This is an optimization exercise on Yosys and OpenROAD, whose aim is small area, not a production implementation. The RTL was checked by simulation tests, not by an equivalence proof against the original design. Power figures rest on the tool's default switching activity, not on a simulated workload.

## design/flow/design.v

```verilog
package pooling_pkg;
  typedef enum logic [1:0] {
    IDLE   = 2'd0,
    ACCUM  = 2'd1,
    DIVIDE = 2'd2,
    OUT    = 2'd3
  } state_t;
  typedef enum logic {
    POOL_MEAN = 1'b0,
    POOL_MAX  = 1'b1
  } mode_t;
  function automatic integer len_width(input integer max_len);
    len_width = $clog2(max_len + 1);
  endfunction
  function automatic integer acc_width(input integer il, input integer fl, input integer max_len);
    acc_width = il + fl + len_width(max_len);
  endfunction
endpackage
module pool_divider #(
  parameter int ACC_W = 25,
  parameter int LEN_W = 5
) (
  input  logic                    clk,
  input  logic                    rst,
  input  logic                    start,
  input  logic signed [ACC_W-1:0] dividend,
  input  logic [LEN_W-1:0]        divisor,
  output logic                    done,
  output logic signed [ACC_W-1:0] quotient
);
  localparam int CNT_W = $clog2(ACC_W + 1);
  logic [ACC_W-1:0] q_q, q_src, q_d;
  logic [LEN_W-1:0] rem_q, rem_src, rem_d;
  logic [LEN_W-1:0] dvs_q, dvs_src;
  logic [LEN_W:0]   trial;
  logic [CNT_W-1:0] cnt_q;
  logic             neg_q;
  always_comb begin
    q_src   = start ? (dividend[ACC_W-1] ? (~dividend + ACC_W'(1)) : dividend) : q_q;
    rem_src = start ? '0 : rem_q;
    dvs_src = start ? divisor : dvs_q;
    trial   = {rem_src, q_src[ACC_W-1]} - {1'b0, dvs_src};
    if (!trial[LEN_W]) begin
      rem_d = trial[LEN_W-1:0];
      q_d   = {q_src[ACC_W-2:0], 1'b1};
    end else begin
      rem_d = {rem_src[LEN_W-2:0], q_src[ACC_W-1]};
      q_d   = {q_src[ACC_W-2:0], 1'b0};
    end
  end
  always_ff @(posedge clk) begin
    if (rst) begin
      q_q   <= '0;
      rem_q <= '0;
      dvs_q <= '0;
      cnt_q <= '0;
      neg_q <= 1'b0;
      done  <= 1'b0;
    end else if (start) begin
      q_q   <= q_d;
      rem_q <= rem_d;
      dvs_q <= divisor;
      neg_q <= dividend[ACC_W-1];
      cnt_q <= CNT_W'(ACC_W - 1);
      done  <= 1'b0;
    end else if (cnt_q != '0) begin
      q_q   <= q_d;
      rem_q <= rem_d;
      cnt_q <= cnt_q - CNT_W'(1);
      done  <= (cnt_q == CNT_W'(1));
    end else begin
      done  <= 1'b0;
    end
  end
  assign quotient = neg_q ? (~q_q + ACC_W'(1)) : q_q;
endmodule
module pooling_unit #(
  parameter  int IL       = 4,
  parameter  int FL       = 16,
  parameter  int CHANNELS = 4,
  parameter  int MAX_LEN  = 16,
  localparam int LEN_W    = pooling_pkg::len_width(MAX_LEN),
  localparam int ACC_W    = pooling_pkg::acc_width(IL, FL, MAX_LEN),
  localparam int DW       = IL + FL
) (
  input  logic                 clk,
  input  logic                 rst,
  input  logic                 start,
  input  logic                 mode,
  input  logic [LEN_W-1:0]     len_cfg,
  input  logic [CHANNELS*DW-1:0] in_data,
  input  logic                 in_valid,
  output logic                 in_ready,
  output logic [CHANNELS*DW-1:0] out_data,
  output logic                 out_valid,
  input  logic                 out_ready,
  output logic                 busy
);
  localparam logic signed [ACC_W-1:0] ACC_MIN = {{(ACC_W-DW+1){1'b1}}, {(DW-1){1'b0}}};
  pooling_pkg::state_t                  state_q, state_d;
  pooling_pkg::mode_t                   mode_q;
  logic [LEN_W-1:0]        len_q, cnt_q, len_clamped;
  logic signed [ACC_W-1:0] acc_q [CHANNELS];
  logic signed [ACC_W-1:0] acc_d [CHANNELS];
  logic signed [ACC_W-1:0] ext   [CHANNELS];
  logic signed [ACC_W-1:0] quot  [CHANNELS];
  logic [CHANNELS-1:0]     div_done;
  logic                    start_ok, beat, last_beat, div_start;
  always_comb begin
    len_clamped = (len_cfg > LEN_W'(MAX_LEN)) ? LEN_W'(MAX_LEN) : len_cfg;
    start_ok    = start && (state_q == pooling_pkg::IDLE);
    beat        = in_valid && (state_q == pooling_pkg::ACCUM);
    last_beat   = beat && (cnt_q == len_q - LEN_W'(1));
    div_start   = last_beat && (mode_q == pooling_pkg::POOL_MEAN);
  end
  always_comb begin
    for (int unsigned c = 0; c < CHANNELS; c++) begin
      ext[c]   = {{(ACC_W-DW){in_data[c*DW+DW-1]}}, in_data[c*DW +: DW]};
      acc_d[c] = acc_q[c];
      if (beat) begin
        if (mode_q == pooling_pkg::POOL_MEAN) acc_d[c] = acc_q[c] + ext[c];
        else if (ext[c] > acc_q[c]) acc_d[c] = ext[c];
      end
    end
  end
  always_comb begin
    state_d = state_q;
    case (state_q)
      pooling_pkg::IDLE:    if (start) state_d = (len_clamped == '0) ? pooling_pkg::OUT : pooling_pkg::ACCUM;
      pooling_pkg::ACCUM:   if (last_beat) state_d = (mode_q == pooling_pkg::POOL_MEAN) ? pooling_pkg::DIVIDE : pooling_pkg::OUT;
      pooling_pkg::DIVIDE:  if (&div_done) state_d = pooling_pkg::OUT;
      pooling_pkg::OUT:     if (out_ready) state_d = pooling_pkg::IDLE;
      default: state_d = pooling_pkg::IDLE;
    endcase
    in_ready  = (state_q == pooling_pkg::ACCUM);
    out_valid = (state_q == pooling_pkg::OUT);
    busy      = (state_q != pooling_pkg::IDLE);
  end
  always_ff @(posedge clk) begin
    if (rst) begin
      state_q <= pooling_pkg::IDLE;
      mode_q  <= pooling_pkg::POOL_MEAN;
      len_q   <= '0;
      cnt_q   <= '0;
      out_data <= '0;
      for (int unsigned c = 0; c < CHANNELS; c++) acc_q[c] <= '0;
    end else begin
      state_q <= state_d;
      if (start_ok) begin
        mode_q <= pooling_pkg::mode_t'(mode);
        len_q  <= len_clamped;
        cnt_q  <= '0;
        for (int unsigned c = 0; c < CHANNELS; c++) begin
          acc_q[c] <= (pooling_pkg::mode_t'(mode) == pooling_pkg::POOL_MAX) ? ACC_MIN : '0;
          if (len_clamped == '0) out_data[c*DW +: DW] <= '0;
        end
      end else if (beat) begin
        cnt_q <= cnt_q + LEN_W'(1);
        for (int unsigned c = 0; c < CHANNELS; c++) acc_q[c] <= acc_d[c];
      end
      if (last_beat && mode_q == pooling_pkg::POOL_MAX) begin
        for (int unsigned c = 0; c < CHANNELS; c++) out_data[c*DW +: DW] <= acc_d[c][DW-1:0];
      end
      if (state_q == pooling_pkg::DIVIDE && (&div_done)) begin
        for (int unsigned c = 0; c < CHANNELS; c++) out_data[c*DW +: DW] <= quot[c][DW-1:0];
      end
    end
  end
  for (genvar g = 0; g < CHANNELS; g++) begin : g_lane
    pool_divider #(
      .ACC_W(ACC_W),
      .LEN_W(LEN_W)
    ) u_div (
      .clk      (clk),
      .rst      (rst),
      .start    (div_start),
      .dividend (acc_d[g]),
      .divisor  (len_q),
      .done     (div_done[g]),
      .quotient (quot[g])
    );
  end
endmodule
```

## design/flow/run.sh

```bash
#!/bin/bash
# synth_recipe.tcl (not shown) runs the flow's synth.tcl, then flattens the netlist and writes it again
# the make line also repeats each setting of config.mk as NAME=value (left out here)
make -C /OpenROAD-flow-scripts/flow DESIGN_CONFIG=/design/flow/config.mk WORK_HOME=/design/flow/orfs CLKGATE_MAP_FILE= SYNTH_SCRIPT=/design/flow/synth_recipe.tcl finish
```

## design/flow/config.mk

```make
export PLATFORM = sky130hd
export DESIGN_NAME = pooling_unit
export DESIGN_NICKNAME = pooling_unit
export VERILOG_FILES = /design/flow/design.v
export SDC_FILE = /design/flow/constraint.sdc
export NUM_CORES = 4
export LEC_CHECK = 0
export CAP_MARGIN = 20
export CORE_MARGIN = 2
export CORE_UTILIZATION = 40
export SLEW_MARGIN = 20
```

## design/flow/constraint.sdc

```tcl
create_clock -name core_clock -period 6.0 [get_ports {clk}]
set_input_delay 1.2000 -clock core_clock [delete_from_list [all_inputs] [get_ports {clk}]]
set_output_delay 1.2000 -clock core_clock [all_outputs]
set_load 0.01 [all_outputs]
```

==> run notes <==
==> path summary, 6_finish.rpt <==
kind	start	to	slack, ps	cells after the start
setup / recovery	in_data[59]	g_lane[2].u_div.rem_q[1]$_SDFFE_PP0P_	180	25
hold / removal	g_lane[0].u_div.rem_q[2]$_SDFFE_PP0P_	g_lane[0].u_div.rem_q[2]$_SDFFE_PP0P_	450	2
setup reg to reg	acc_q[3][18]$_SDFFE_PP0P_	g_lane[3].u_div.rem_q[0]$_SDFFE_PP0P_	590	27
hold reg to reg	g_lane[0].u_div.rem_q[2]$_SDFFE_PP0P_	g_lane[0].u_div.rem_q[2]$_SDFFE_PP0P_	450	2
==> tightest hold or removal path, delay by kind of cell (launching register included) <==
kind	cells	cell delay [ps]
AO/OA/AOI/OAI	1	50
AND/OR/NAND/NOR	1	50
flip-flops	1	300
==> metal layers <==
layer	part of all wire	wire, µm
met2	0.46	48000
met1	0.45	46680
met4	0.035	3644
met5	0.00026	27
met3	0.061	6369
==> cell type report <==
type                            count  share of cell area
Multi-Input combinational cell   2812              0.5317
Timing Repair Buffer              926              0.1940
Sequential cell                   361              0.1854
Clock buffer                       63             0.03267
Tap cell                          940             0.03017
Inverter                          238             0.02291
Clock inverter                     14            0.003081
Antenna cell                        1          0.00006419
==> logic make-up (layout without fill, tap and decap cells) <==
group | Yosys count | count (layout)
xor+xnor | 248 | 248
fa+ha+maj | 251 | 251
other cells | 0 | 1
flops | 361 | 361
mux | 112 | 112
buf+inv | 446 | 1241
compound gates | 1049 | 1049
simple gates | 1152 | 1152
==> registers in the layout, indices dropped and copies added (netlist names) <==
register / flops
acc_q: 100
g_lane.u_div.q_q: 100
out_data: 80
g_lane.u_div.cnt_q: 20
g_lane.u_div.dvs_q: 20
g_lane.u_div.rem_q: 20
cnt_q: 5
len_q: 5
g_lane.u_div.done: 4
g_lane.u_div.neg_q: 4
state_q: 2
mode_q: 1
==> what timing repair did <==
action / 4_1_cts / 5_1_grt
gates cloned: 0 / 1
pin swaps: 21 / 99
endpoints found under the setup margin: 14 / 24
setup buffers: 11 / 30
resized for setup: 39 / 196
==> power by group through the flow <==
stage / clock network [mW] / logic [mW] / registers (mW)
CTS: 2.67 / 7.88 / 2.91
detailed placement: 0 / 7.77 / 2.96
global placement: 0 / 7.73 / 2.95
finish: 2.63 / 8.32 / 2.91
floorplan: 0 / 4.82 / 2.86
global route: 2.77 / 9.06 / 2.95
==> cell usage in the layout, fill, tap and decap left out, drive strengths merged, types with 28 or more instances in the layout <==
cell and count:
buf 754, nor2 473, dfxtp 361, a21oi 277
ha 243, inv 240, nand2 200, xnor2 184
clkdlybuf4s50 131, o21ai 118, a211oi 110, mux2i 101
nor3 87, o22ai 76, a221oi 75, xor2 64
clkbuf 64, and2 60, a222oi 45, nand3 42
o31ai 41, nor2b 40, or3 40, a21o 38
dlymetal6s2s 38, nand4 37, a31oi 35, nor4 28
==> stage by stage <==
step                      total power, mW  std cells  cell area, µm²
after floorplan                     7.683       3619           28490
after global placement              10.68       5236           36100
after detailed placement            10.72       5237           36120
after CTS                           13.46       5325           37760
after global routing                14.78       5354           38980
final                               13.86       5355           38990
==> flow_metrics.py <==
metrics = {
    "placement": {
        "dpl.hpwl_um": 79800,
        "place.gp.congestion": 0.9694,
        "io_buffers": 173,
        "pre_cts_ws_ps": -1049,
    },
    "clock_tree": {
        "cts_tree": "done",
        "htreeDepth": 2,
        "clock-root-buffer": "clkbuf_16",
        "clk_pin_slew_ps": 60,
        "clk_latency_ps": 580,
        "cts_hold_buf": 0,
        "ctsLongestPathBuffers": 3,
        "cts_buffers": 44,
        "clock-sinks": 361,
    },
    "floorplan": {
        "fp.dieH_um": 270.7,
        "core_area_um2": 70270,
        "io_pins": 174,
        "die_x_um": 270.7,
        "dieArea_um2": 73290,
        "start_util": 0.4049,
        "row_count": 97,
    },
    "critical_path": {
        "crit_family": "simple AND/OR/NAND/NOR gates",
        "max_stage_delay_ps": 610,
        "crit_path_top_delay_cell": "or4b_4",
        "start_kind": "primary input",
        "cp_max_fo": 7,
        "cp.arrival_ps": 6270,
        "path_class": "in -> reg",
        "cpMostUsedCell": "a21o_1",
        "crit_path_end_kind": "flop",
        "cp.required_ps": 6440,
        "path_buf_inv": 5,
    },
    "timing": {
        "fmax_mhz": 171.7,
        "worstMarginPinSlew_ps": 988.3,
        "setup-tns-final_ps": 0,
        "fin_ws_ps": 176.0,
        "timing.final.crit_share": 0.9707,
        "grt_setup_unrepaired": "yes",
        "timing.slew.headroom": 0.3411,
        "final-hold-violation-count": 0,
        "slew_viol_final": 0,
        "min_period_ps": 5824,
        "finalSetupViolCount": 0,
        "finClkSkew_ps": 14.62,
        "hold_ws_ps": 448.5,
    },
    "yosys": {
        "async_reset_ff_frac": 0,
        "synth_edf_count": 0,
        "yosys-top-cells-area": "dfxtp_1 (25%), ha_1 (11%), nor2_1 (6.2%)",
        "netlist_instances": 3619,
        "synth_top_area_frac": 0.2540,
        "ys_seq_area_frac": 0.2540,
        "synth_compound_area_frac": 0.2608,
        "yosys.area.top_type": "dfxtp_1",
        "synth-simple-area-share": 0.1966,
        "avgSynthCellArea_um2": 7.863,
        "synth_top_family_by_area": "compound AO/OA/AOI/OAI gates",
        "synthFlopType": "dfxtp_1",
        "syn_area_um2": 28450,
        "synth_warnings": 9,
        "muxShareOfSynthArea": 0.03988,
        "synth.most_common_cell": "nor2_1",
        "ys_top_cells_by_count": "nor2_1 (468), dfxtp_1 (361), a21oi_1 (273)",
        "ys_ff_latch": 361,
        "synth_nets": 3961,
        "synth_xor_area_frac": 0.07633,
        "synthAdderAreaFrac": 0.1125,
        "synth_cell_types": 109,
    },
    "finish": {
        "fin_nets": 4725,
        "drive_gt1_frac": 0.2449,
        "multiInputGateArea_um2": 20730,
        "final_util": 0.5548,
        "register_area_um2": 7228,
        "fillCellCount": 6577,
        "area_growth_pct": 37.01,
    },
    "routing": {
        "vias": 30150,
        "ant_nets": 0,
        "drc": 0,
        "wl_per_cell_um": 19.56,
        "vias_per_cell": 5.630,
        "totalWireLength_um": 104700,
        "dr.pass1.iters": 7,
        "initialDrtViolationCount": 2781,
    },
    "job": {
        "cap_violations": 0,
    },
    "global_routing": {
        "grtUsageMet3": 0.03754,
        "grtUsageTotal": 0.2743,
        "overflow": 0,
        "grt_busiest_layer": "met2",
        "grt_pass1_vias": 28870,
        "antenna_found_initial": 4,
        "grt_first_pass_wirelength_um": 161200,
        "grt_use_met1": 0.3653,
        "grtUsageMet2": 0.4491,
        "grt_max_degree": 84,
    },
    "pwr": {
        "internal_power_mw": 8.046,
        "pwr-share-comb": 0.600,
        "seqPwrFrac": 0.210,
        "power.density_nw_per_um2": 355.5,
        "p_sw_frac": 0.4194,
        "power.switching_mw": 5.812,
        "cellLeakagePower_nw": 16.24,
        "peakVddDrop_mv": 0.2429,
        "clockPowerShare": 0.190,
    },
    "hold_path": {
        "hp-class": "reg -> reg",
    },
    "outcome": {
        "status": "timing/DRC/antenna clean",
    },
}

==> separate check: timing with driven ports <==
In the flow no input, the clock included, has a driving cell. The finished layout below was timed again as built, in two steps.
Step 1 sets driving cells, clkbuf_16 on the clock port and buf_2 on the other inputs (assumed; they add their load-dependent delay and slew).
Step 2, shift: input delay + t, output delay - t, t = (earliest + latest rising clock arrival at the registers) / 2. This alone moves slack from input paths to output paths.
a / b / c = ideal / step 1 / step 2; a / b = the first two.
t (ns): 0.637
setup slack, ns: 0.176 / 0.217 / -0.420
hold slack, ns: 0.448 / 0.448 / 0.448
With both steps, setup timing fails in this run, where it was met with ideal ports. For this run, drivers alone change the setup slack by +0.041 ns; drivers and shift together by -0.596 ns.
